From an optimization exercise on the open Yosys and OpenROAD flow, aimed at a short achievable clock period and few clock cycles per item; shortcuts taken in it are not production practice. Function was checked by simulation only, so behaviour that the tests miss may differ from the original. Power is estimated from default activity; no workload was simulated.

[flow/run.sh]
#!/bin/bash
# synth_recipe.tcl (not shown) runs the flow's synth.tcl, then flattens the netlist and writes it again
# the make line also repeats each setting of config.mk as NAME=value (left out here)
make -C /OpenROAD-flow-scripts/flow DESIGN_CONFIG=/design/flow/config.mk WORK_HOME=/design/flow/orfs CLKGATE_MAP_FILE= SYNTH_SCRIPT=/design/flow/synth_recipe.tcl finish
[flow/config.mk]
export PLATFORM = sky130hd
export DESIGN_NAME = lc4_cpu
export DESIGN_NICKNAME = lc4_cpu
export VERILOG_FILES = /design/flow/design.v
export SDC_FILE = /design/flow/constraint.sdc
export NUM_CORES = 4
export LEC_CHECK = 0
export ABC_CLOCK_PERIOD_IN_PS = 2000
export CAP_MARGIN = 20
export CORE_MARGIN = 2
export CORE_UTILIZATION = 40
export SETUP_SLACK_MARGIN = 3.0
export SLEW_MARGIN = 20
export SYNTH_HIERARCHICAL = 1
[flow/constraint.sdc]
create_clock -name core_clock -period 5.0 [get_ports {gwe}]
set_input_delay 1.0000 -clock core_clock [delete_from_list [all_inputs] [get_ports {gwe}]]
set_output_delay 1.0000 -clock core_clock [all_outputs]
set_load 0.01 [all_outputs]
[flow/design.v]
package lc4_pkg;
   typedef logic [15:0] word_t;      
   typedef logic [2:0]  reg_sel_t;   
   typedef logic [2:0]  nzp_t;       
   localparam word_t RESET_PC = 16'h8200;
   localparam word_t NOP_INSN = 16'h0000;   
   typedef enum logic [1:0] {
      BUBBLE_NONE     = 2'd0,
      BUBBLE_MISPRED  = 2'd2,
      BUBBLE_LOAD_USE = 2'd3
   } bubble_t;
   typedef struct packed {
      word_t    pc;
      word_t    insn;
      bubble_t  bubble;
      logic     rf_we;
      reg_sel_t rd;
      word_t    rf_data;
      logic     nzp_we;
      nzp_t     nzp;
   } wb_trace_t;
endpackage
`timescale 1ns/1ps
module lc4_processor (
   input  logic               gwe,
   input  logic               i_rst_n,
   output lc4_pkg::word_t     o_imem_addr,
   input  lc4_pkg::word_t     i_imem_insn,
   output lc4_pkg::word_t     o_dmem_addr,
   input  lc4_pkg::word_t     i_dmem_rdata,
   output logic               o_dmem_we,
   output lc4_pkg::word_t     o_dmem_wdata,
   output lc4_pkg::wb_trace_t o_wb
);
   lc4_pkg::word_t   pc_q;             
   logic [7:0][15:0] rf;
   lc4_pkg::nzp_t    nzp_q;            
   logic           x_valid;
   logic           x_lu;               
   lc4_pkg::word_t x_pc;
   lc4_pkg::word_t x_insn;
   lc4_pkg::word_t x_a;                
   lc4_pkg::word_t x_b;                
   lc4_pkg::word_t x_c;                
   logic           x_fc;               
   logic           x_we;
   lc4_pkg::reg_sel_t x_rd;
   logic           x_is_and;
   logic           x_is_load;
   logic           x_is_store;
   logic           x_is_br;
   logic           x_pred;
   lc4_pkg::nzp_t  x_mask;
   lc4_pkg::word_t x_pcp1;
   logic [8:0]     x_tlo;              
   logic           x_tc;               
   logic [6:0]     x_hi, x_hi_m1, x_hi_p1;
   logic           m_valid;
   logic           m_lu;
   lc4_pkg::word_t m_pc;
   lc4_pkg::word_t m_insn;
   logic           m_we;
   lc4_pkg::reg_sel_t m_rd;
   logic           m_is_load;
   lc4_pkg::word_t m_result;
   logic           m_zero;             
   lc4_pkg::word_t m_addr;
   logic           m_store;
   lc4_pkg::word_t m_wdata;
   lc4_pkg::bubble_t w_bubble;
   lc4_pkg::word_t w_pc;
   lc4_pkg::word_t w_insn;
   logic           w_we;
   lc4_pkg::reg_sel_t w_rd;
   lc4_pkg::word_t w_data;
   lc4_pkg::nzp_t  w_nzp;
   lc4_pkg::word_t m_val;              
   logic           m_wr;
   logic           ld_zero;
   lc4_pkg::nzp_t  m_nzp;
   assign m_val = m_is_load ? i_dmem_rdata : m_result;
   assign m_wr  = m_valid && m_we;
   lc4_zero16 i_ld_zero (.i_v(i_dmem_rdata), .o_zero(ld_zero));
   assign m_nzp = m_is_load ? {i_dmem_rdata[15], ld_zero, !i_dmem_rdata[15] && !ld_zero}
                            : {m_result[15], m_zero, !m_result[15] && !m_zero};
   assign o_dmem_addr  = m_addr;
   assign o_dmem_we    = m_store;
   assign o_dmem_wdata = m_wdata;
   lc4_pkg::word_t sum, res, op_c;
   logic           res_zero;
   logic           mispred;
   lc4_pkg::word_t redirect;
   lc4_alu i_alu (
      .i_a      (x_a),
      .i_b      (x_b),
      .i_is_and (x_is_and),
      .o_sum    (sum),
      .o_res    (res),
      .o_zero   (res_zero)
   );
   assign op_c = x_fc ? i_dmem_rdata : x_c;
   lc4_branch i_branch (
      .i_br      (x_valid && x_is_br),
      .i_pred    (x_pred),
      .i_mask    (x_mask),
      .i_nzp_q   (nzp_q),
      .i_m_wr    (m_wr),
      .i_m_neg   (m_result[15]),
      .i_m_zero  (m_zero),
      .o_mispred (mispred)
   );
   always_comb begin
      redirect[8:0] = x_tlo;
      case ({x_insn[8], x_tc})
         2'b01:   redirect[15:9] = x_hi_p1;
         2'b10:   redirect[15:9] = x_hi_m1;
         default: redirect[15:9] = x_hi;
      endcase
      if (x_pred) begin
         redirect = x_pcp1;
      end
   end
   lc4_pkg::word_t insn;
   logic [3:0]     op;
   logic           f_add_imm, f_add_reg, f_and, f_ldr, f_str, f_const, f_br;
   logic           f_we, f_use_a, f_b_reg;
   logic           f_fa, f_fb, f_fc, f_lc, stall;
   lc4_pkg::reg_sel_t f_rs, f_rt, f_rc;
   lc4_pkg::word_t rs_v, rt_v, rc_v, f_imm;
   lc4_pkg::word_t pcp1, pc_next;
   logic [9:0]     tlo;
   logic [6:0]     hi_m1, hi_p1;
   logic           f_pred;
   assign insn = i_imem_insn;
   assign op   = insn[15:12];
   assign f_rs = insn[8:6];
   assign f_rt = insn[2:0];
   assign f_rc = insn[11:9];
   assign f_add_imm = (op == 4'b0001) && insn[5];
   assign f_add_reg = (op == 4'b0001) && (insn[5:3] == 3'b000);
   assign f_and     = (op == 4'b0101) && (insn[5:3] == 3'b000);
   assign f_ldr     = (op == 4'b0110);
   assign f_str     = (op == 4'b0111);
   assign f_const   = (op == 4'b1001);
   assign f_br      = (op == 4'b0000) && (insn[11:9] != 3'b000) && (insn[8:0] != 9'd0);
   assign f_we      = f_add_imm || f_add_reg || f_and || f_ldr || f_const;
   assign f_use_a   = f_add_imm || f_add_reg || f_and || f_ldr || f_str;
   assign f_b_reg   = f_add_reg || f_and;
   assign f_pred = (op == 4'b0000) &&
                   ((insn[8:5] == 4'b0000) || (insn[8:5] == 4'b1111)) &&
                   ((insn[8] && (insn[11:9] != 3'b000)) ||
                    (insn[11] && insn[10]) || (insn[11] && insn[9]) ||
                    (insn[10] && insn[9]));
   lc4_rf_read i_rd_s (.i_sel(f_rs), .i_rf(rf), .i_wt(m_wr && (m_rd == f_rs)), .i_wt_val(m_val), .o_val(rs_v));
   lc4_rf_read i_rd_t (.i_sel(f_rt), .i_rf(rf), .i_wt(m_wr && (m_rd == f_rt)), .i_wt_val(m_val), .o_val(rt_v));
   lc4_rf_read i_rd_c (.i_sel(f_rc), .i_rf(rf), .i_wt(m_wr && (m_rd == f_rc)), .i_wt_val(m_val), .o_val(rc_v));
   assign f_fa  = x_valid && x_we && (x_rd == f_rs) && f_use_a;
   assign f_fb  = x_valid && x_we && (x_rd == f_rt) && f_b_reg;
   assign f_fc  = x_valid && x_we && (x_rd == f_rc) && f_str;
   assign stall = x_valid && x_is_load && ((x_rd == f_rs) && f_use_a ||
                                           (x_rd == f_rt) && f_b_reg || f_br);
   assign f_lc  = x_is_load && f_fc;
   always_comb begin
      if (f_add_imm) begin
         f_imm = {{11{insn[4]}}, insn[4:0]};
      end else if (f_const) begin
         f_imm = {{7{insn[8]}}, insn[8:0]};
      end else begin
         f_imm = {{10{insn[5]}}, insn[5:0]};   
      end
   end
   assign pcp1 = pc_q + 16'd1;
   lc4_add9c i_tlo (.i_a(pc_q[8:0]), .i_b(insn[8:0]), .o_s(tlo));
   lc4_hi7 i_hi (.i_hi(pc_q[15:9]), .o_m1(hi_m1), .o_p1(hi_p1));
   lc4_fetch i_fetch (
      .i_insn     (insn),
      .i_pc       (pc_q),
      .i_pcp1     (pcp1),
      .i_pred     (f_pred),
      .i_mispred  (mispred),
      .i_redirect (redirect),
      .i_stall    (stall),
      .o_pc_next  (pc_next)
   );
   assign o_imem_addr = pc_q;
   always_ff @(posedge gwe or negedge i_rst_n) begin
      if (!i_rst_n) begin
         pc_q     <= lc4_pkg::RESET_PC;
         nzp_q    <= 3'b010;
         x_valid  <= 1'b0;
         x_lu     <= 1'b0;
         m_valid  <= 1'b0;
         m_lu     <= 1'b0;
         m_store  <= 1'b0;
         m_addr   <= 16'h0000;
         m_wdata  <= 16'h0000;
         w_bubble <= lc4_pkg::BUBBLE_MISPRED;
         w_we     <= 1'b0;
         for (int i = 0; i < 8; i++) begin
            rf[i] <= 16'h0000;
         end
      end else begin
         pc_q <= pc_next;
         x_valid <= !mispred && !stall;
         x_lu    <= !mispred && stall;
         m_valid <= x_valid;
         m_lu    <= x_lu;
         m_store <= x_valid && x_is_store;
         m_addr  <= (x_valid && (x_is_load || x_is_store)) ? sum : 16'h0000;
         m_wdata <= (x_valid && x_is_store) ? op_c : 16'h0000;
         if (m_wr) begin
            rf[m_rd] <= m_val;
            nzp_q    <= m_nzp;
         end
         w_bubble <= m_valid ? lc4_pkg::BUBBLE_NONE :
                     (m_lu ? lc4_pkg::BUBBLE_LOAD_USE : lc4_pkg::BUBBLE_MISPRED);
         w_we     <= m_wr;
      end
   end
   always_ff @(posedge gwe) begin
      x_pc       <= pc_q;
      x_insn     <= insn;
      x_a        <= f_const ? 16'h0000 : (f_fa ? res : rs_v);
      x_b        <= f_b_reg ? (f_fb ? res : rt_v) : f_imm;
      x_c        <= f_fc ? res : rc_v;
      x_fc       <= f_lc;
      x_we       <= f_we;
      x_rd       <= f_rc;
      x_is_and   <= f_and;
      x_is_load  <= f_ldr;
      x_is_store <= f_str;
      x_is_br    <= f_br;
      x_pred     <= f_pred;
      x_mask     <= insn[11:9];
      x_pcp1     <= pcp1;
      x_tlo      <= tlo[8:0];
      x_tc       <= tlo[9];
      x_hi       <= pc_q[15:9];
      x_hi_m1    <= hi_m1;
      x_hi_p1    <= hi_p1;
      m_pc       <= x_pc;
      m_insn     <= x_insn;
      m_we       <= x_we;
      m_rd       <= x_rd;
      m_is_load  <= x_is_load;
      m_result   <= res;
      m_zero     <= res_zero;
      w_pc       <= m_pc;
      w_insn     <= m_insn;
      w_rd       <= m_rd;
      w_data     <= m_val;
      w_nzp      <= m_nzp;
   end
   assign o_wb.pc      = w_pc;
   assign o_wb.insn    = w_insn;
   assign o_wb.bubble  = w_bubble;
   assign o_wb.rf_we   = w_we;
   assign o_wb.rd      = w_rd;
   assign o_wb.rf_data = w_data;
   assign o_wb.nzp_we  = w_we;
   assign o_wb.nzp     = w_nzp;
endmodule
module lc4_zero16 (
   input  lc4_pkg::word_t i_v,
   output logic           o_zero
);
   assign o_zero = (i_v == 16'h0000);
endmodule
module lc4_alu (
   input  lc4_pkg::word_t i_a,
   input  lc4_pkg::word_t i_b,
   input  logic           i_is_and,
   output lc4_pkg::word_t o_sum,
   output lc4_pkg::word_t o_res,
   output logic           o_zero
);
   lc4_pkg::word_t x, c;
   assign o_sum  = i_a + i_b;
   assign o_res  = i_is_and ? (i_a & i_b) : o_sum;
   assign x      = i_a ^ i_b;
   assign c      = {i_a[14:0] | i_b[14:0], 1'b0};
   assign o_zero = i_is_and ? ((i_a & i_b) == 16'h0000) : (x == c);
endmodule
module lc4_rf_read (
   input  lc4_pkg::reg_sel_t i_sel,
   input  logic [7:0][15:0]  i_rf,
   input  logic              i_wt,
   input  lc4_pkg::word_t    i_wt_val,
   output lc4_pkg::word_t    o_val
);
   assign o_val = i_wt ? i_wt_val : i_rf[i_sel];
endmodule
module lc4_branch (
   input  logic           i_br,
   input  logic           i_pred,
   input  lc4_pkg::nzp_t  i_mask,
   input  lc4_pkg::nzp_t  i_nzp_q,
   input  logic           i_m_wr,
   input  logic           i_m_neg,
   input  logic           i_m_zero,
   output logic           o_mispred
);
   logic mp_n, mp_z, mp_p, mp_q, mp_m;
   assign mp_n = i_br && (i_mask[2] != i_pred);
   assign mp_z = i_br && (i_mask[1] != i_pred);
   assign mp_p = i_br && (i_mask[0] != i_pred);
   assign mp_q = i_br && (((i_mask & i_nzp_q) != 3'b000) != i_pred);
   assign mp_m = i_m_neg ? mp_n : (i_m_zero ? mp_z : mp_p);
   assign o_mispred = i_m_wr ? mp_m : mp_q;
endmodule
module lc4_fetch (
   input  lc4_pkg::word_t i_insn,
   input  lc4_pkg::word_t i_pc,
   input  lc4_pkg::word_t i_pcp1,
   input  logic           i_pred,
   input  logic           i_mispred,
   input  lc4_pkg::word_t i_redirect,
   input  logic           i_stall,
   output lc4_pkg::word_t o_pc_next
);
   logic [6:0]     lo;
   logic [9:0]     hi_m1, hi_p1;
   lc4_pkg::word_t target;
   lc4_add6c i_lo (.i_a(i_pc[5:0]), .i_b(i_insn[5:0]), .o_s(lo));
   lc4_hi10 i_hi (.i_hi(i_pc[15:6]), .o_m1(hi_m1), .o_p1(hi_p1));
   always_comb begin
      case ({i_insn[5], lo[6]})
         2'b01:   target[15:6] = hi_p1;
         2'b10:   target[15:6] = hi_m1;
         default: target[15:6] = i_pc[15:6];
      endcase
      target[5:0] = lo[5:0];
   end
   always_comb begin
      if (i_mispred) begin
         o_pc_next = i_redirect;
      end else if (i_stall) begin
         o_pc_next = i_pc;
      end else if (i_pred) begin
         o_pc_next = target;
      end else begin
         o_pc_next = i_pcp1;
      end
   end
endmodule
module lc4_add9c (
   input  logic [8:0] i_a,
   input  logic [8:0] i_b,
   output logic [9:0] o_s
);
   logic [10:0] t;
   assign t   = {1'b0, i_a, 1'b1} + {1'b0, i_b, 1'b1};
   assign o_s = t[10:1];
endmodule
module lc4_add6c (
   input  logic [5:0] i_a,
   input  logic [5:0] i_b,
   output logic [6:0] o_s
);
   logic [7:0] t;
   assign t   = {1'b0, i_a, 1'b1} + {1'b0, i_b, 1'b1};
   assign o_s = t[7:1];
endmodule
module lc4_hi7 (
   input  logic [6:0] i_hi,
   output logic [6:0] o_m1,
   output logic [6:0] o_p1
);
   assign o_m1 = i_hi - 7'd1;
   assign o_p1 = i_hi + 7'd1;
endmodule
module lc4_hi10 (
   input  logic [9:0] i_hi,
   output logic [9:0] o_m1,
   output logic [9:0] o_p1
);
   assign o_m1 = i_hi - 10'd1;
   assign o_p1 = i_hi + 10'd1;
endmodule
`timescale 1ns/1ps
module lc4_cpu (
   input  logic        gwe,
   input  logic        i_rst_n,
   output logic [15:0] o_imem_addr,
   input  logic [15:0] i_imem_insn,
   output logic [15:0] o_dmem_addr,
   input  logic [15:0] i_dmem_rdata,
   output logic        o_dmem_we,
   output logic [15:0] o_dmem_wdata,
   output logic [15:0] o_wb_pc,
   output logic [15:0] o_wb_insn,
   output logic [1:0]  o_wb_bubble,
   output logic        o_wb_rf_we,
   output logic [2:0]  o_wb_rd,
   output logic [15:0] o_wb_rf_data,
   output logic        o_wb_nzp_we,
   output logic [2:0]  o_wb_nzp
);
   lc4_pkg::wb_trace_t wb;
   lc4_processor i_lc4_processor (
      .gwe          (gwe),
      .i_rst_n      (i_rst_n),
      .o_imem_addr  (o_imem_addr),
      .i_imem_insn  (i_imem_insn),
      .o_dmem_addr  (o_dmem_addr),
      .i_dmem_rdata (i_dmem_rdata),
      .o_dmem_we    (o_dmem_we),
      .o_dmem_wdata (o_dmem_wdata),
      .o_wb         (wb)
   );
   assign o_wb_pc      = wb.pc;
   assign o_wb_insn    = wb.insn;
   assign o_wb_bubble  = wb.bubble;
   assign o_wb_rf_we   = wb.rf_we;
   assign o_wb_rd      = wb.rd;
   assign o_wb_rf_data = wb.rf_data;
   assign o_wb_nzp_we  = wb.nzp_we;
   assign o_wb_nzp     = wb.nzp;
endmodule
==> qor.csv, run 1 <==
metric,value,unit
Slew HR,29.6,%
Pleak,12.1,nW
htree depth,2,
post-synth net total,2048,
CP startpoint kind,flop,
crit path DAT,3.05,ns
CORE AREA,51200,µm²
Post-Place Worst Slack,0.843,ns
number of global-route vias before repair,17000,
area delta synth->final,35.2,%
First-pass DRT Iterations,5,
first-pass GRT wire length,105,mm
total clock buffers created by CTS,46,
cts hold-fix bufs,0,
proportion of power drawn by combinational gates,40.3,%
warnings from Yosys,8,
Setup CP Type,flop to flop,
Nets,2314,
CP Cell Sequence,nand2_8 > clkinvlp_4 > mux2_4 > a222oi_1 > mux2i_2 > clkbuf_16 > and2b_2 > o21ai_1 > o22ai_1,
largest net degree at the start of global routing,97,
Remaining DRCs,0,
Worst-Skew Late Latency,0.60,ns
sequential power share,35.1,%
"commonest cells after routing, fill and taps aside","dfxtp_1 (181), dfrtp_1 (168), nand2_1 (150), mux2i_1 (137), mux2_2 (125)",
WL final,72.4,mm
max_cap viols,0,
# diodes,0,
maximum buffer depth of the clock tree,3,
Clock Pin Slew Worst Setup and Hold Paths,0.06,ns
setup ws final,2.42,ns
Syn Inst Count,1952,
Total GRT Usage,25.9,%
via density per instance,5.77,
total grt overflow,0,
CP endpoint kind,flop,
final hold slack,0.314,ns
internal power,9.46,mW
worst hold endpoint,i_lc4_processor.w_insn[3]$_DFF_P_,
unrepaired setup endpoints after global routing,yes,
Fillers,4239,
Site Rows,83,
Vias,16900,
"setup slack, reg-to-reg",2.42,ns
CP startpoint,i_lc4_processor.m_valid$_DFF_PN0_,
slowest CP cell,a222oi_1,
CP Buf/Inv Count,2,
Finished Cell Area,28000,µm²
Final Wtd Congestion,0.878,
fmax,0.388,GHz
Avg WL per Cell,24.7,µm
Final Max Slew Viols,0,
Setup-failing EPs final,0,
synthesized flop and latch total,415,
Mapped Area,20700,µm²
"most common cell after layout, fill and taps aside",dfxtp_1,
Die Y,232,µm
FF-to-FF Start,i_lc4_processor.m_valid$_DFF_PN0_,
Post-synth ARST share,45.1,%
"Largest stage delay, worst path",0.53,ns
die area,53600,µm²
Clock power frac,24.6,%
P per Cell Area,526,nW/µm²
CTS tree,done,
Post-synth EDFFs,0,
DPL Wire Length,43.4,mm
family with the most delay on the worst path,compound AO/OA/AOI/OAI gates,
die width,232,µm
dominant synthesized flop cell,dfxtp_1,
post-route ant nets,0,
Worst Path Required,5.47,ns
reg2reg end,i_lc4_processor.pc_q[14]$_DFF_PN0_,
post-synth cell types,89,
hold path startpoint,i_lc4_processor.m_insn[3]$_DFF_P_,
CTS sink count,415,
Sum Neg Setup Slack,0,ns
Sw Share,35.8,%
Slew @ Worst Pin,1.05,ns
Peak VDD IR,0.000225,V
layout cell share with drive strength beyond 1,40.4,%
r2r worst-path depth,9,
io pins,141,
Clk Tree Root Cell,clkbuf_16,
Tcrit/Tclk final,51.5,%
Placed Area,22900,µm²
CP max FO,5,
IO Port Bufs,140,
NetSw,5.27,mW
Final Hold Vio Count,0,
post-route clock skew,0.0271,ns
outcome,timing/DRC/antenna clean,
sequential area share after synthesis,44.7,%
fin crit period,2.58,ns
Starting DRT DRC Count,1749,
WHS Path Cells,0,
Synth Area per Inst,10.6,µm²
initial antenna violation count,1,
Initial Utilization,40.4,%
Tightest Hold Check Type,flop to flop,
-- power groups by stage --
stage | Clock [mW] | Combinational [mW] | Sequential (mW)
6_report | 3.63 | 5.93 | 5.17
3_3_place_gp | 0 | 4.53 | 5.31
3_5_place_dp | 0 | 4.60 | 5.36
4_1_cts | 3.68 | 5.57 | 5.15
2_1_floorplan | 0 | 3.16 | 5.16
5_1_grt | 3.82 | 6.34 | 5.29
-- per-stage QoR --
step                total power [mW]  cells  util (%)
CTS                             14.4   2881      52.6
floorplan                       8.31   1952         -
global placement                9.84   2686      44.6
global route                    15.5   2936      54.7
finish                          14.7   2936      54.7
detailed placement              9.96   2687      44.6
-- Yosys stat by module (local to each module, per instance), excerpt --
module / times used / flops+latches
lc4_processor: 1 / 415
lc4_branch: 1 / 0
lc4_zero16: 1 / 0
lc4_hi7: 1 / 0
lc4_rf_read: 3 / 0
lc4_alu: 1 / 0
lc4_hi10: 1 / 0
lc4_add6c: 1 / 0
lc4_fetch: 1 / 0
lc4_add9c: 1 / 0
-- how the worst max path moves through the flow --
stage,to,cells after the start
after floorplan,i_lc4_processor.pc_q[10]$_DFF_PN0_,12
after global placement,i_lc4_processor.pc_q[6]$_DFF_PN0_,8
after detailed placement,i_lc4_processor.pc_q[8]$_DFF_PN0_,8
after CTS,i_lc4_processor.pc_q[8]$_DFF_PN0_,9
after global routing,i_lc4_processor.pc_q[14]$_DFF_PN0_,9
final,i_lc4_processor.pc_q[14]$_DFF_PN0_,9
-- final cells by class --
cell class	count	area (µm²)	share of cell area, %
Multi-Input combinational cell	1335	12200	43.6
Clock inverter	20	304	1.09
Timing Repair Buffer	332	3580	12.8
Inverter	88	350	1.25
Clock buffer	66	1340	4.78
Sequential cell	415	9360	33.4
Tap cell	680	851	3.04
-- repair_timing --
item,in CTS,in global routing
hold endpoints to repair,0,0
setup endpoints to repair,350,311
gates cloned,14,6
resized for setup,915,130
setup buffers,94,49
pin swaps,60,43
-- synth_stat cells, types with 4 or more instances --
cell | number | area share [%]
buf_8 | 7 | 0.51
o2bb2ai_1 | 32 | 1.4
buf_2 | 25 | 0.60
buf_6 | 17 | 0.92
o21ai_0 | 88 | 2.1
dfrtp_1 | 183 | 22
xor2_1 | 40 | 1.7
nor2b_1 | 21 | 0.63
nand3_1 | 32 | 0.77
a21boi_0 | 4 | 0.15
o21ai_2 | 11 | 0.47
ha_1 | 59 | 3.6
xnor2_1 | 51 | 2.2
o31ai_1 | 13 | 0.47
nor2_1 | 82 | 1.5
a22oi_1 | 7 | 0.25
nand2b_1 | 8 | 0.24
dfstp_2 | 4 | 0.51
o21bai_1 | 4 | 0.15
a22o_1 | 113 | 4.8
nand2_1 | 178 | 3.2
nand3_2 | 4 | 0.19
and3_1 | 8 | 0.24
mux2i_1 | 153 | 7.4
o21a_1 | 5 | 0.18
and2_1 | 20 | 0.60
o21ai_1 | 4 | 0.097
a21oi_1 | 29 | 0.70
dfxtp_1 | 228 | 22
o22ai_1 | 61 | 1.8
clkbuf_1 | 46 | 0.83
a221oi_1 | 20 | 0.85
buf_4 | 18 | 0.65
a31oi_1 | 4 | 0.12
nor3_1 | 14 | 0.34
inv_1 | 86 | 1.6
nor4_1 | 17 | 0.51
nand4_1 | 8 | 0.24
mux2_2 | 139 | 7.6
o31ai_2 | 42 | 2.5
-- cell families after synthesis --
kind of cell | Yosys count | synth area share (%)
fa+ha+maj | 63 | 3.90
compound gates | 459 | 17.2
mux | 293 | 15.0
xor+xnor | 91 | 3.85
flops | 415 | 44.7
buf+inv | 207 | 5.34
simple gates | 424 | 10.1
-- registers in the layout, indices dropped and copies added, names as in the netlist, 7 cells and up --
signal and cells:
i_lc4_processor.rf 128, i_lc4_processor.m_addr 16, i_lc4_processor.m_pc 16, i_lc4_processor.m_result 16, i_lc4_processor.m_wdata 16, i_lc4_processor.pc_q 16, i_lc4_processor.w_data 16, i_lc4_processor.w_pc 16
i_lc4_processor.x_a 16, i_lc4_processor.x_b 16, i_lc4_processor.x_c 16, i_lc4_processor.x_pcp1 16, i_lc4_processor.m_insn 14, i_lc4_processor.w_insn 14, i_lc4_processor.x_insn 14, i_lc4_processor.x_pc 10
i_lc4_processor.x_tlo 9, i_lc4_processor.x_hi_m1 7, i_lc4_processor.x_hi_p1 7
-- per-layer routing --
| layer | up-vias | global-route usage (%) | routed length (µm) | share of wire (%) |
|---|---|---|---|---|
| met3 | 233 | 5.08 | 5260 | 7.3 |
| li1 | 7593 | - | - | - |
| met4 | 2 | 12.5 | 3510 | 4.8 |
| met2 | 730 | 42.5 | 34100 | 47 |
| met1 | 8384 | 32.8 | 29500 | 41 |
| met5 | - | 0.368 | 30 | 0.041 |
Testbench counts, summed over its fixed seeds: cycles 54,150, instructions 51,200.
==> run 2, diff against run 1 <==
--- a/flow/config.mk
+++ b/flow/config.mk
@@ -5,7 +5,7 @@
 export SDC_FILE = /design/flow/constraint.sdc
 export NUM_CORES = 4
 export LEC_CHECK = 0
-export ABC_CLOCK_PERIOD_IN_PS = 2000
+export ABC_AREA = 1
 export CAP_MARGIN = 20
 export CORE_MARGIN = 2
 export CORE_UTILIZATION = 40
==> run 2 against run 1 <==
- final cell count rose by 54%
- die area is 14% higher
- clock-buffer cell count is 5 higher
- clock skew fell by 0.0048 ns
- routed wire length rose by 21%
- first-iteration DRC count is 24% higher
- critical path type is now flop to primary output
- largest cell class unchanged
- largest power group unchanged
==> qor.csv, run 2 <==
metric,value,unit
Clock power frac,24.4,%
die width,247,µm
sequential area share after synthesis,39.2,%
sequential power share,33.5,%
fmax,0.425,GHz
M1 wire length,36.3,mm
Largest register FFs,128,
CORE AREA,58700,µm²
post-route clock skew,0.0222,ns
number of global-route vias before repair,22100,
Syn Inst Count,3508,
Post-synth ARST share,45.1,%
max_cap viols,0,
Final Wtd Congestion,0.997,
Die Y,247,µm
highest metal used,met4,
Worst-Skew Late Latency,0.61,ns
post-synth cell types,56,
Biggest register,i_lc4_processor.rf,
Pleak,16.2,nW
DPL Wire Length,53.1,mm
first-pass GRT wire length,131,mm
initial antenna violation count,0,
"most common cell after layout, fill and taps aside",nand2_1,
htree depth,2,
CP startpoint kind,flop,
warnings from Yosys,8,
Finished Cell Area,30800,µm²
CTS sink count,415,
Synth Area per Inst,6.73,µm²
Slew @ Worst Pin,0.801,ns
Setup CP Type,flop to primary output,
Worst Path Required,4.00,ns
fin crit period,2.35,ns
Nets,3813,
layout cell share with drive strength beyond 1,23.4,%
Clk Tree Root Cell,clkbuf_16,
P per Cell Area,507,nW/µm²
maximum buffer depth of the clock tree,3,
Vias,23600,
IO Port Bufs,140,
Synth Area in XOR/XNOR,1.92,%
Site Rows,89,
Slew HR,46.5,%
post-synth top area share,19.4,%
CP max FO,2,
Initial Utilization,40.3,%
internal power,9.39,mW
CP Cell Sequence,buf_6,
Starting DRT DRC Count,2167,
"Largest stage delay, worst path",0.64,ns
largest net degree at the start of global routing,76,
NetSw,6.21,mW
Post-synth EDFFs,0,
post-synth net total,3604,
routed length on met3,7.16,mm
Synth Area in Simple Gates,33.1,%
"area leader, netlist",dfrtp_1,
family with the most delay on the worst path,flip-flops,
via density per instance,5.21,
dominant synthesized flop cell,dfxtp_1,
Final Max Slew Viols,0,
post-synthesis adder-cell area fraction,3.38,%
Area contributors post-synth,"dfrtp_1 (19%), dfxtp_1 (19%), nand2_1 (18%), inv_1 (9.1%), nand3_1 (9.0%)",
total clock buffers created by CTS,48,
slowest CP cell,dfstp_4,
leading cell type by number of instances after synthesis,nand2_1,
Setup-failing EPs final,0,
proportion of power drawn by combinational gates,42.2,%
Final Hold Vio Count,0,
Sw Share,39.8,%
unrepaired setup endpoints after global routing,yes,
"commonest cells after routing, fill and taps aside","nand2_1 (1048), inv_1 (525), nand3_1 (344), dfxtp_1 (178), dfrtp_1 (171)",
Synth Area in Compound Gates,8.18,%
CP Buf/Inv Count,1,
Tcrit/Tclk final,47.1,%
Placed Area,25800,µm²
CP endpoint kind,primary output,
Remaining DRCs,0,
met2 routed WL,39.3,mm
CTS tree,done,
# diodes,0,
Tightest Hold Check Type,flop to flop,
synthesized flop and latch total,415,
crit path DAT,1.35,ns
"top cells by count, synth","nand2_1 (1157), inv_1 (575), nand3_1 (424)",
WL final,87.9,mm
die area,61000,µm²
First-pass DRT Iterations,6,
outcome,timing/DRC/antenna clean,
Avg WL per Cell,19.4,µm
mux cell area share after synthesis,0.429,%
Clock Pin Slew Worst Setup and Hold Paths,0.07,ns
largest family of logic cells by synthesized area,simple AND/OR/NAND/NOR gates,
Total GRT Usage,28.0,%
Peak VDD IR,0.000328,V
area delta synth->final,30.2,%
Sum Neg Setup Slack,0,ns
Mapped Area,23600,µm²
io pins,141,
post-route ant nets,0,
total grt overflow,0,
-- run 2: changes by cell type after synthesis, moves of 105 or more --
cell and delta:
a22o_1 -105, nand3_1 +392, o21ai_0 +128, inv_1 +489
mux2i_1 -153, mux2_2 -130, nand2_1 +979
-- run 2: cell type report --
type	instances	area [µm²]
tap	773	967
timing repair buffer	325	3240
timing repair inverter	5	51.3
inverter	590	2400
sequential	415	9360
fill	5642	27900
clock buffer	71	1490
multi-input combinational	2332	13000
clock inverter	19	249
-- run 2: path summary, 6_finish.rpt --
kind                                                    from                               endpoint  slack, ns  cells after the start
max reg2reg                i_lc4_processor.pc_q[0]$_DFF_PN0_      i_lc4_processor.pc_q[4]$_DFF_PN0_       2.71                     16
max                        i_lc4_processor.pc_q[9]$_DFF_PN1_                         o_imem_addr[9]       2.65                      1
max in group asynchronous                            i_rst_n    i_lc4_processor.rf[110]$_DFFE_PN0P_       3.56                      2
min                          i_lc4_processor.x_pc[3]$_DFF_P_        i_lc4_processor.m_pc[3]$_DFF_P_       0.31                      0
min reg2reg                  i_lc4_processor.x_pc[3]$_DFF_P_        i_lc4_processor.m_pc[3]$_DFF_P_       0.31                      0
min in group asynchronous                            i_rst_n  i_lc4_processor.m_wdata[13]$_DFF_PN0_       0.38                      1
-- run 2: power groups by stage --
stage	Combinational (mW)	Sequential, mW	Clock, mW
finish	6.58	5.22	3.80
global route	7.27	5.34	4.00
CTS	5.94	5.19	3.85
detailed placement	5.18	5.39	0
global placement	5.14	5.38	0
floorplan	3.54	5.18	0
-- run 2: cell families after synthesis --
| group | Yosys count |
|---|---|
| compound gates | 359 |
| xor+xnor | 50 |
| fa+ha+maj | 62 |
| buf+inv | 763 |
| flops | 415 |
| mux | 9 |
| simple gates | 1850 |
-- run 2: what timing repair did --
item,in CTS,in global routing
pin swaps,67,126
setup buffers,90,52
resized for setup,768,318
endpoints found under the setup margin,338,292
hold buffers,0,0
gates cloned,11,5
-- run 2: per-stage QoR --
step	setup slack (ns)	power (mW)	hold WS [ns]	std cells	utilization [%]
floorplan	2.35	8.72	0.310	3508	-
global placement	0.992	10.5	0.310	4281	44.0
detailed placement	0.924	10.6	0.312	4282	44.0
CTS	2.62	15.0	0.321	4473	49.7
global route	2.62	16.6	0.328	4530	52.4
finish	2.65	15.6	0.315	4530	52.4
-- run 2: modules after synthesis (local to each module, per instance), excerpt --
module / copies in the design / cell area [µm²] / cells inside
lc4_processor: 1 / 14300 / 1480
lc4_hi10: 1 / 425 / 77
lc4_hi7: 1 / 259 / 47
lc4_rf_read: 3 / 1750 / 414
lc4_add9c: 1 / 470 / 88
lc4_zero16: 1 / 104 / 27
lc4_add6c: 1 / 251 / 40
lc4_alu: 1 / 1650 / 308
-- run 2: metal layers --
layer / track usage, % / vias to the layer above
li1: - / 11300
met1: 36.3 / 11000
met2: 44.4 / 1008
met3: 5.12 / 305
met4: 14.6 / 0
met5: 0 / -
==> run 3, diff against run 2 <==
--- a/flow/design.v
+++ b/flow/design.v
@@ -33,6 +33,7 @@
    output lc4_pkg::wb_trace_t o_wb
 );
    lc4_pkg::word_t   pc_q;             
+   lc4_pkg::word_t   pc_r;             
    logic [7:0][15:0] rf;
    lc4_pkg::nzp_t    nzp_q;            
    logic           x_valid;
@@ -60,6 +61,7 @@
    lc4_pkg::word_t m_pc;
    lc4_pkg::word_t m_insn;
    logic           m_we;
+   logic [7:0]     m_wsel;             
    lc4_pkg::reg_sel_t m_rd;
    logic           m_is_load;
    lc4_pkg::word_t m_result;
@@ -67,7 +69,7 @@
    lc4_pkg::word_t m_addr;
    logic           m_store;
    lc4_pkg::word_t m_wdata;
-   lc4_pkg::bubble_t w_bubble;
+   logic [1:0]     w_bx;               
    lc4_pkg::word_t w_pc;
    lc4_pkg::word_t w_insn;
    logic           w_we;
@@ -182,10 +184,11 @@
       .i_stall    (stall),
       .o_pc_next  (pc_next)
    );
+   assign pc_q        = pc_r ^ lc4_pkg::RESET_PC;
    assign o_imem_addr = pc_q;
    always_ff @(posedge gwe or negedge i_rst_n) begin
       if (!i_rst_n) begin
-         pc_q     <= lc4_pkg::RESET_PC;
+         pc_r     <= 16'h0000;
          nzp_q    <= 3'b010;
          x_valid  <= 1'b0;
          x_lu     <= 1'b0;
@@ -194,13 +197,14 @@
          m_store  <= 1'b0;
          m_addr   <= 16'h0000;
          m_wdata  <= 16'h0000;
-         w_bubble <= lc4_pkg::BUBBLE_MISPRED;
+         w_bx     <= 2'b00;
+         m_wsel   <= 8'h00;
          w_we     <= 1'b0;
          for (int i = 0; i < 8; i++) begin
             rf[i] <= 16'h0000;
          end
       end else begin
-         pc_q <= pc_next;
+         pc_r <= pc_next ^ lc4_pkg::RESET_PC;
          x_valid <= !mispred && !stall;
          x_lu    <= !mispred && stall;
          m_valid <= x_valid;
@@ -208,12 +212,19 @@
          m_store <= x_valid && x_is_store;
          m_addr  <= (x_valid && (x_is_load || x_is_store)) ? sum : 16'h0000;
          m_wdata <= (x_valid && x_is_store) ? op_c : 16'h0000;
+         for (int i = 0; i < 8; i++) begin
+            m_wsel[i] <= x_valid && x_we && (x_rd == i[2:0]);
+         end
+         for (int i = 0; i < 8; i++) begin
+            if (m_wsel[i]) begin
+               rf[i] <= m_val;
+            end
+         end
          if (m_wr) begin
-            rf[m_rd] <= m_val;
             nzp_q    <= m_nzp;
          end
-         w_bubble <= m_valid ? lc4_pkg::BUBBLE_NONE :
-                     (m_lu ? lc4_pkg::BUBBLE_LOAD_USE : lc4_pkg::BUBBLE_MISPRED);
+         w_bx     <= 2'b10 ^ (m_valid ? lc4_pkg::BUBBLE_NONE :
+                     (m_lu ? lc4_pkg::BUBBLE_LOAD_USE : lc4_pkg::BUBBLE_MISPRED));
          w_we     <= m_wr;
       end
    end
@@ -253,7 +264,7 @@
    end
    assign o_wb.pc      = w_pc;
    assign o_wb.insn    = w_insn;
-   assign o_wb.bubble  = w_bubble;
+   assign o_wb.bubble  = lc4_pkg::bubble_t'(w_bx ^ 2'b10);
    assign o_wb.rf_we   = w_we;
    assign o_wb.rd      = w_rd;
    assign o_wb.rf_data = w_data;
==> run 3 against run 2 <==
- critical path depth grew 1
- sequential power grew 2%
- synthesized area shrank 1.1%
- flip-flop and latch count grew 8
- register-to-register slack gained 0.02 ns
- combinational power shrank 8.5%
- global-route usage shrank 2.3 points
- first-iteration DRC count shrank 2.0%
- hold slack lost 0.075 ns
- synthesized cell count shrank 2.4%
- highest routed layer is now met5
==> qor.csv, run 3 <==
metric,value,unit
initial antenna violation count,2,
Setup CP Type,flop to primary output,
Nets,3667,
Worst Path Required,4.00,ns
CP startpoint kind,flop,
Post-synth ARST share,46.1,%
post-route ant nets,0,
Syn Inst Count,3423,
cts hold-fix bufs,0,
Total GRT Usage,25.7,%
unrepaired setup endpoints after global routing,yes,
CP max FO,2,
Clock Pin Slew Worst Setup and Hold Paths,0.06,ns
total clock buffers created by CTS,48,
Initial Utilization,40.5,%
"area leader, netlist",dfrtp_1,
"commonest cells after routing, fill and taps aside","nand2_1 (1111), inv_1 (557), nand3_1 (328), dfrtp_1 (181), dfxtp_1 (163)",
Largest register FFs,128,
First-pass DRT Iterations,6,
Vias,22200,
fmax,0.432,GHz
Final Max Slew Viols,0,
"top cells by count, synth","nand2_1 (1149), inv_1 (607), nand3_1 (387)",
Remaining DRCs,0,
P per Cell Area,520,nW/µm²
CORE AREA,57700,µm²
via density per instance,5.06,
first-pass GRT wire length,120,mm
io pins,141,
die width,246,µm
total grt overflow,0,
sequential area share after synthesis,40.4,%
warnings from Yosys,8,
post-route clock skew,0.0166,ns
area delta synth->final,24.1,%
post-synth top area share,20.8,%
WL final,80.0,mm
Final Wtd Congestion,0.893,
Peak VDD IR,0.000382,V
fin crit period,2.31,ns
Tcrit/Tclk final,46.2,%
Final Core Density,50.2,%
IO Port Bufs,140,
Site Rows,88,
post-synth net total,3515,
CTS sink count,423,
Clk Tree Root Cell,clkbuf_16,
dominant synthesized flop cell,dfxtp_1,
CTS tree,done,
DPL Wire Length,49.8,mm
largest net degree at the start of global routing,119,
Pwr Total,15.1,mW
Worst-Skew Late Latency,0.60,ns
leading cell type by number of instances after synthesis,nand2_1,
Synth Area per Inst,6.82,µm²
Starting DRT DRC Count,2124,
Tightest Hold Check Type,input port to async pin,
# diodes,0,
Avg WL per Cell,18.3,µm
Area contributors post-synth,"dfrtp_1 (21%), dfxtp_1 (20%), nand2_1 (18%), inv_1 (9.8%), nand3_1 (8.3%)",
maximum buffer depth of the clock tree,3,
synthesized flop and latch total,423,
"most common cell after layout, fill and taps aside",nand2_1,
CP endpoint kind,primary output,
max_cap viols,0,
Biggest register,i_lc4_processor.rf,
Final Hold Vio Count,0,
post-synth cell types,56,
Die Y,246,µm
Slew @ Worst Pin,0.978,ns
crit path DAT,1.31,ns
Post-synth EDFFs,0,
outcome,timing/DRC/antenna clean,
layout cell share with drive strength beyond 1,20.7,%
Setup-failing EPs final,0,
Pleak,15.6,nW
Slew HR,34.8,%
Sum Neg Setup Slack,0,ns
number of global-route vias before repair,20600,
htree depth,2,
Mapped Area,23400,µm²
die area,60300,µm²
run 3: changes by cell type after synthesis, moves of 13 or more:
cell / previous run / this run
nand3_1: 424 / 387
nor2_2: 3 / 27
buf_4: 18 / 31
inv_1: 575 / 607
o22ai_1: 18 / 3
o21ai_0: 216 / 179
nor2_1: 179 / 130
run 3: what timing repair did:
action | CTS | global route
setup buffers | 54 | 43
hold endpoints to repair | 0 | 0
gates resized for setup | 754 | 193
endpoints found under the setup margin | 208 | 180
pin swaps | 38 | 58
gates cloned | 5 | 5
run 3: final cells by class:
cell class	count	area (µm²)
Fill cell	5687	28700
Inverter	619	2420
Tap cell	765	957
Timing Repair inverter	3	20.0
Timing Repair Buffer	269	2610
Clock inverter	26	294
Multi-Input combinational cell	2211	11700
Clock buffer	63	1380
Sequential cell	423	9570
run 3: layer usage:
layer | track usage [%] | vias to the layer above | part of all wire, %
li1 | - | 10800 | -
met1 | 34.4 | 10300 | 43
met2 | 41.2 | 921 | 45
met3 | 3.54 | 192 | 7.7
met4 | 11.4 | 4 | 4.6
met5 | 0 | - | 0.038
run 3: path summary, 6_finish.rpt:
kind | end | start | cells past startpoint | slack (ns)
min | i_lc4_processor.rf[32]$_DFFE_PN0P_ | i_rst_n | 1 | 0.24
min reg2reg | i_lc4_processor.w_insn[15]$_DFF_P_ | i_lc4_processor.m_insn[15]$_DFF_P_ | 0 | 0.33
max in group asynchronous | i_lc4_processor.pc_r[12]$_DFF_PN0_ | i_rst_n | 2 | 3.47
max reg2reg | i_lc4_processor.pc_r[9]$_DFF_PN0_ | i_lc4_processor.pc_r[0]$_DFF_PN0_ | 16 | 2.73
max | o_imem_addr[9] | i_lc4_processor.pc_r[9]$_DFF_PN0_ | 2 | 2.69
min in group core_clock | i_lc4_processor.w_insn[15]$_DFF_P_ | i_lc4_processor.m_insn[15]$_DFF_P_ | 0 | 0.33
run 3: per-module statistics from Yosys, one instance, submodules excluded, a selection:
module	cells	flip-flops and latches	cell area (µm²)	copies in the design
lc4_hi7	47	0	259	1
lc4_rf_read	414	0	1750	3
lc4_hi10	77	0	425	1
lc4_alu	305	0	1690	1
lc4_add6c	40	0	251	1
lc4_fetch	181	0	831	1
lc4_branch	18	0	78.8	1
lc4_add9c	88	0	470	1
lc4_zero16	27	0	104	1
lc4_processor	1398	423	14000	1
run 3: stage by stage:
| step | worst slack (ns) | hold WS (ns) | cell area [µm²] | std cells |
|---|---|---|---|---|
| after floorplan | 2.31 | 0.310 | 23700 | 3423 |
| after global placement | 1.10 | 0.310 | 25100 | 4183 |
| after detailed placement | 1.05 | 0.313 | 25100 | 4183 |
| after CTS | 2.70 | 0.218 | 27900 | 4331 |
| after global routing | 2.61 | 0.228 | 29000 | 4379 |
| final | 2.69 | 0.240 | 29000 | 4379 |
run 3: power breakdown:
part / internal (mW) / switching (mW)
registers: 4.54 / 0.788
clock network: 2.21 / 1.52
logic: 2.44 / 3.58
total: 9.19 / 5.88
run 3: cells by family after synthesis:
| kind of cell | after synthesis | share of synthesized area [%] |
|---|---|---|
| xor gates and xnor gates | 43 | 1.71 |
| buffers and inverters | 791 | 14.6 |
| adders and majority gates | 58 | 3.20 |
| AOI/OAI and AO/OA | 319 | 7.26 |
| muxes | 9 | 0.434 |
| and+or+nand+nor | 1780 | 32.4 |
| DFF | 423 | 40.4 |
run 3: worst max-delay path: stages (launching register included):
cell        delay, ns
dfrtp_1          0.41
clkinvlp_4       0.16
buf_6            0.15
Testbench counts of run 3, summed over its fixed seeds: cycles 54,150, instructions 51,200.

## port drivers added, routing unchanged
No port has a modelled driver above. Below, the same layouts with a new extraction and two added sets of constraints.
Step 1: set_driving_cell puts a clkbuf_16 on gwe and a buf_2 on each other input, an assumption about the parent block.
Step 2 adds t to the input delays and takes it off the output delays; t is the mean of the earliest and latest rising clock arrival at the registers after step 1. Input paths then give back, and output paths get back, about the clock's delay inside the block.
Three values: ideal, step 1, step 2; two values: the first two.
run | t, ns | setup slack, ns | worst register clock-pin slew, ns | worst slew at a driven data input, ns
run 1 | 0.653 | 2.424 / 2.324 / 1.671 | 0.07 / 0.07 | 0.22
run 2 | 0.660 | 2.647 / 2.551 / 1.891 | 0.07 / 0.07 | 0.24
run 3 | 0.647 | 2.688 / 2.553 / 1.907 | 0.06 / 0.06 | 0.21
After both steps every run listed still meets setup and hold. For run 3, which loses most, drivers alone change the setup slack by -0.135 ns; drivers and shift together by -0.781 ns.
